Background: an optimization exercise with open tools, aiming at small area, a short achievable clock period and few clock cycles. Do not read the settings as production practice. Function was checked by simulation only, so behaviour that the tests miss may differ from the original. The flow treats the clock pin as an ideal source, which a real chip does not have. No activity file was given, so power comes from the tool's default toggle rates.

zinc:
// source_tokenizer_unit
module source_tokenizer_unit (
    input  logic        i_clk,
    input  logic        i_rst_n,
    input  logic        i_in_valid,
    input  logic [7:0]  i_src_byte,
    input  logic        i_end_of_input,
    output logic        o_in_stall,
    output logic        o_out_valid,
    output logic        o_result_kind,
    output logic [6:0]  o_token_kind,
    output logic [63:0] o_token_value,
    output logic [19:0] o_start_line,
    output logic [15:0] o_start_column,
    output logic        o_unterminated,
    output logic        o_last_of_run,
    input  logic        i_out_stall
);
export LEC_CHECK = 0
export CAP_MARGIN = 20
export CORE_MARGIN = 2
export CORE_UTILIZATION = 60
export CTS_CLUSTER_DIAMETER = 90
export CTS_CLUSTER_SIZE = 28
export PLACE_DENSITY = 0.75
export SLEW_MARGIN = 20
create_clock -name core_clock -period 12.0 [get_ports {i_clk}]
standard.sh (not shown) runs the stock make flow with config.mk's settings and CLKGATE_MAP_FILE= SYNTH_SCRIPT=/design/flow/synth_recipe.tcl, a recipe that flattens the netlist after the stock synthesis.
==> flow/flow/run.sh <==
#!/bin/bash
# Layout: the standard flow, with an extra setup repair after placement
# and after clock tree synthesis that resizes and buffers the netlist for more
# setup slack than the standard flow asks for. The clock, the constraints and
# the registers are unchanged.
set -euo pipefail
HERE=$(pwd)
RES=$HERE/orfs/results/$FLOW_PLATFORM/source_tokenizer_unit/base
bash standard.sh synth floorplan place > "$HERE/log_std_place.txt" 2>&1
STAGE=3_place RES="$RES" openroad -no_splash -exit "$HERE/flow/opt.tcl" > "$HERE/log_opt_place.txt" 2>&1
bash standard.sh cts > "$HERE/log_std_cts.txt" 2>&1
STAGE=4_cts RES="$RES" openroad -no_splash -exit "$HERE/flow/opt.tcl" > "$HERE/log_opt_cts.txt" 2>&1
bash standard.sh > "$HERE/log_std_finish.txt" 2>&1
==> flow/flow/opt.tcl <==
# Extra setup repair on a placed (or clock-tree) stage's design, then legalise
# and write it back over the stage's result. The repair aims a little above the
# worst slack each round, so it works only on the paths that set the period.
set res $::env(RES)
set stage $::env(STAGE)
set plat $::env(FLOW_HOME)/platforms/$::env(FLOW_PLATFORM)
read_liberty $plat/lib/sky130_fd_sc_hd__tt_025C_1v80.lib
read_db $res/$stage.odb
read_sdc $res/$stage.sdc
source $plat/setRC.tcl
set_dont_use {sky130_fd_sc_hd__probe_p_8 sky130_fd_sc_hd__probec_p_8 sky130_fd_sc_hd__lpflow_*}
if { $stage == "4_cts" } {
  set_propagated_clock [all_clocks]
}
if { $stage == "3_place" } {
  # the port buffers that buffer_ports chose are larger than the ports need;
  # start them at the smallest buffer and let the repair below size them up
  set n 0
  foreach inst [[ord::get_db_block] getInsts] {
    set name [$inst getName]
    if { [regexp {^(input|output)[0-9]+$} $name]
         && [[$inst getMaster] getName] == "sky130_fd_sc_hd__clkdlybuf4s50_1" } {
      replace_cell $name sky130_fd_sc_hd__buf_1
      incr n
    }
  }
  puts "port buffers resized: $n"
}
estimate_parasitics -placement
report_worst_slack -max
report_worst_slack -min
report_design_area
set step 0.25
if { [info exists ::env(OPT_STEP)] } { set step $::env(OPT_STEP) }
set rounds 10
if { [info exists ::env(OPT_ROUNDS)] } { set rounds $::env(OPT_ROUNDS) }
repair_design
set ws [sta::time_sta_ui [sta::worst_slack_cmd max]]
for { set i 0 } { $i < $rounds } { incr i } {
  set target [expr { $ws + $step }]
  puts "round $i: worst slack $ws, aiming at $target"
  repair_timing -setup -setup_margin $target -skip_gate_cloning
  set nws [sta::time_sta_ui [sta::worst_slack_cmd max]]
  if { $nws < $ws + 0.03 } {
    break
  }
  set ws $nws
}
if { $stage == "4_cts" } {
  repair_timing -hold -hold_margin 0.1
}
detailed_placement
check_placement -verbose
estimate_parasitics -placement
report_worst_slack -max
report_worst_slack -min
report_design_area
report_checks -path_delay max -format full_clock_expanded -digits 3
write_db $res/$stage.odb
Testbench counts of zinc, summed over its fixed seeds: cycles 24,942.
--- input diff zinc..sierra ---
- clearing CTS_CLUSTER_SIZE, which used to be 28
- clearing CTS_CLUSTER_DIAMETER, which used to be 90
Results
zinc reports its critical path start-end classification as flip-flop to output pin while sierra reports flip-flop to flip-flop. Design area (sierra vs. zinc) increases slightly. Higher layout clock buffer count was reported by sierra, not zinc. zinc has a higher part of the total power dissipated in combinational logic than sierra.
Input changes introduced in harbor (baseline for comparison: sierra):
- clearing PLACE_DENSITY, which used to be 0.75
- swapping 60 for 40 in CORE_UTILIZATION
diff --git a/flow/flow/opt.tcl b/flow/flow/opt.tcl
--- a/flow/flow/opt.tcl
+++ b/flow/flow/opt.tcl
@@ -12,18 +12,4 @@
 if { $stage == "4_cts" } {
   set_propagated_clock [all_clocks]
-}
-if { $stage == "3_place" } {
-  # the port buffers that buffer_ports chose are larger than the ports need;
-  # start them at the smallest buffer and let the repair below size them up
-  set n 0
-  foreach inst [[ord::get_db_block] getInsts] {
-    set name [$inst getName]
-    if { [regexp {^(input|output)[0-9]+$} $name]
-         && [[$inst getMaster] getName] == "sky130_fd_sc_hd__clkdlybuf4s50_1" } {
-      replace_cell $name sky130_fd_sc_hd__buf_1
-      incr n
-    }
-  }
-  puts "port buffers resized: $n"
 }
 estimate_parasitics -placement
Going from sierra to harbor, placeable core region climbed 14,000 um^2, setup slack after layout dropped 0.13 ns. Between sierra and harbor, post-synthesis to final-layout area growth is higher for harbor, sierra comes in under that. As far as worst-case hold slack is concerned, harbor and sierra perform about the same. Re die area: sierra and harbor aren't equal, and the higher value belongs to harbor. For harbor, the type of the setup path with the least slack was flip-flop to output pin, unlike sierra, where it was flip-flop to flip-flop. Per the comparison of harbor with sierra, fraction of met1 tracks used by global routing decreased 16 points; relative contribution of the clock network to total power increased 1.7 points.


job 101:
source_tokenizer_unit again, from the RTL that the note above started with.
export LEC_CHECK = 0
export CAP_MARGIN = 20
export CORE_MARGIN = 2
export CORE_UTILIZATION = 40
export SLEW_MARGIN = 20
create_clock -name core_clock -period 12.0 [get_ports {i_clk}]
==> flow/flow/run.sh <==
#!/bin/bash
set -euo pipefail
HERE=$(pwd)
RES=$HERE/orfs/results/$FLOW_PLATFORM/source_tokenizer_unit/base
OPT=$HERE/opt
mkdir -p "$OPT"

# $1: stage (3_place or 4_cts); $2: latency allowance added to the period
rounds() {
  local stage=$1 lat=$2
  cp "$RES/$stage.odb" "$OPT/${stage}_0.odb"
  STAGE=$stage RES="$RES" IN="$OPT/${stage}_0.odb" OUT="$OPT/${stage}_0.odb" STEP=0 \
    openroad -no_splash -exit "$HERE/flow/opt_round.tcl" > "$HERE/log_${stage}_round0.txt" 2>&1
  local best=0 bestq
  bestq=$(awk -v l="$lat" '{ printf "%.6f", $1 * (12 - $2 + l) }' "$OPT/${stage}_0.odb.m")
  local i prev q
  for i in $(seq 1 12); do
    prev=$((i - 1))
    STAGE=$stage RES="$RES" IN="$OPT/${stage}_$prev.odb" OUT="$OPT/${stage}_$i.odb" STEP=0.2 \
      openroad -no_splash -exit "$HERE/flow/opt_round.tcl" > "$HERE/log_${stage}_round$i.txt" 2>&1
    q=$(awk -v l="$lat" '{ printf "%.6f", $1 * (12 - $2 + l) }' "$OPT/${stage}_$i.odb.m")
    echo "$stage round $i: $(cat "$OPT/${stage}_$i.odb.m") proxy $q (best $bestq)" >> "$HERE/log_rounds.txt"
    if awk -v a="$q" -v b="$bestq" 'BEGIN { exit !(a < b * 0.998) }'; then
      best=$i; bestq=$q
    else
      break
    fi
  done
  echo "$stage: keeping round $best" >> "$HERE/log_rounds.txt"
  cp "$OPT/${stage}_$best.odb" "$RES/$stage.odb"
  cp "$OPT/${stage}_$best.odb.m" "$OPT/${stage}_kept.m"
}

bash standard.sh synth floorplan place > "$HERE/log_std_place.txt" 2>&1
rounds 3_place 0.35
bash standard.sh cts > "$HERE/log_std_cts.txt" 2>&1
rounds 4_cts 0
GRT_MARGIN=$(awk '{ printf "%.3f", $2 - 0.1 }' "$OPT/4_cts_kept.m")
echo "global route repair margin: $GRT_MARGIN" >> "$HERE/log_rounds.txt"
SETUP_SLACK_MARGIN=$GRT_MARGIN SKIP_GATE_CLONING=1 bash standard.sh > "$HERE/log_std_finish.txt" 2>&1
Other scripts of this flow, unchanged in this note and not shown: flow/flow/opt_round.tcl
Testbench counts of job 101, summed over its fixed seeds: cycles 24,942.
The inputs of job 102 differ from those of job 101 as listed below.
Settings: PLACE_DENSITY newly set to 0.75; CORE_UTILIZATION changed from 40 to 60.
[summary]
Count of boundary I/O pins came out exactly the same in job 102 and job 101.
Cell area | job 102 vs job 101 | job 102 smaller
In terms of largest stage delay on the critical path, job 101 and job 102 differ only marginally.
Job 102 vs job 101 — area added between synthesis and finish dropped 1.9 points.
Job 101 -> job 102: power decreased slightly
[inputs] job 103 vs job 102
diff --git a/flow/flow/run.sh b/flow/flow/run.sh
--- a/flow/flow/run.sh
+++ b/flow/flow/run.sh
@@ -29,5 +29,4 @@
   echo "$stage: keeping round $best" >> "$HERE/log_rounds.txt"
   cp "$OPT/${stage}_$best.odb" "$RES/$stage.odb"
-  cp "$OPT/${stage}_$best.odb.m" "$OPT/${stage}_kept.m"
 }
 
@@ -36,5 +35,3 @@
 bash standard.sh cts > "$HERE/log_std_cts.txt" 2>&1
 rounds 4_cts 0
-GRT_MARGIN=$(awk '{ printf "%.3f", $2 - 0.1 }' "$OPT/4_cts_kept.m")
-echo "global route repair margin: $GRT_MARGIN" >> "$HERE/log_rounds.txt"
-SETUP_SLACK_MARGIN=$GRT_MARGIN SKIP_GATE_CLONING=1 bash standard.sh > "$HERE/log_std_finish.txt" 2>&1
+bash standard.sh > "$HERE/log_std_finish.txt" 2>&1
==> comparison <==
Number of detailed-routing iterations run before antenna repair was higher in the run labelled job 102.
Synthesis-to-layout area growth sits lower in job 103 than in job 102.
Comparing job 103 against job 102, there is no change at all in global-route usage.

what the ideal ports hide:
No port has a modelled driver above. Below, the same layouts with a new extraction and two added sets of constraints. Step 1: set_driving_cell puts a clkbuf_16 on i_clk and a buf_2 on each other input, an assumption about the parent block. Step 2 also shifts input and output timing later by t, the mid clock arrival at the registers, as if the neighbouring blocks saw the same clock. a / b / c = no drivers / after step 1 / after step 2; a / b = the first two.
run	shift t [ns]	setup slack, ns	hold WS [ns]	worst setup path at the end
zinc	0.548	7.948 / 7.890 / 7.848	0.481 / 0.481 / 0.481	input to register
sierra	0.603	7.902 / 7.855 / 7.855	0.471 / 0.471 / 0.471	input to register
harbor	0.623	7.768 / 7.710 / 7.822	0.470 / 0.470 / 0.470	input to register
job 101	0.621	7.864 / 7.864 / 7.863	0.475 / 0.475 / 0.475	input to register
job 102	0.607	7.882 / 7.836 / 7.728	0.470 / 0.470 / 0.470	input to register
job 103	0.607	7.666 / 7.666 / 7.666	0.470 / 0.470 / 0.470	register to register
After both steps setup and hold are still met in every run listed. The setup slack of job 102, which loses most, moves by -0.046 ns with the drivers and by -0.154 ns with both steps.
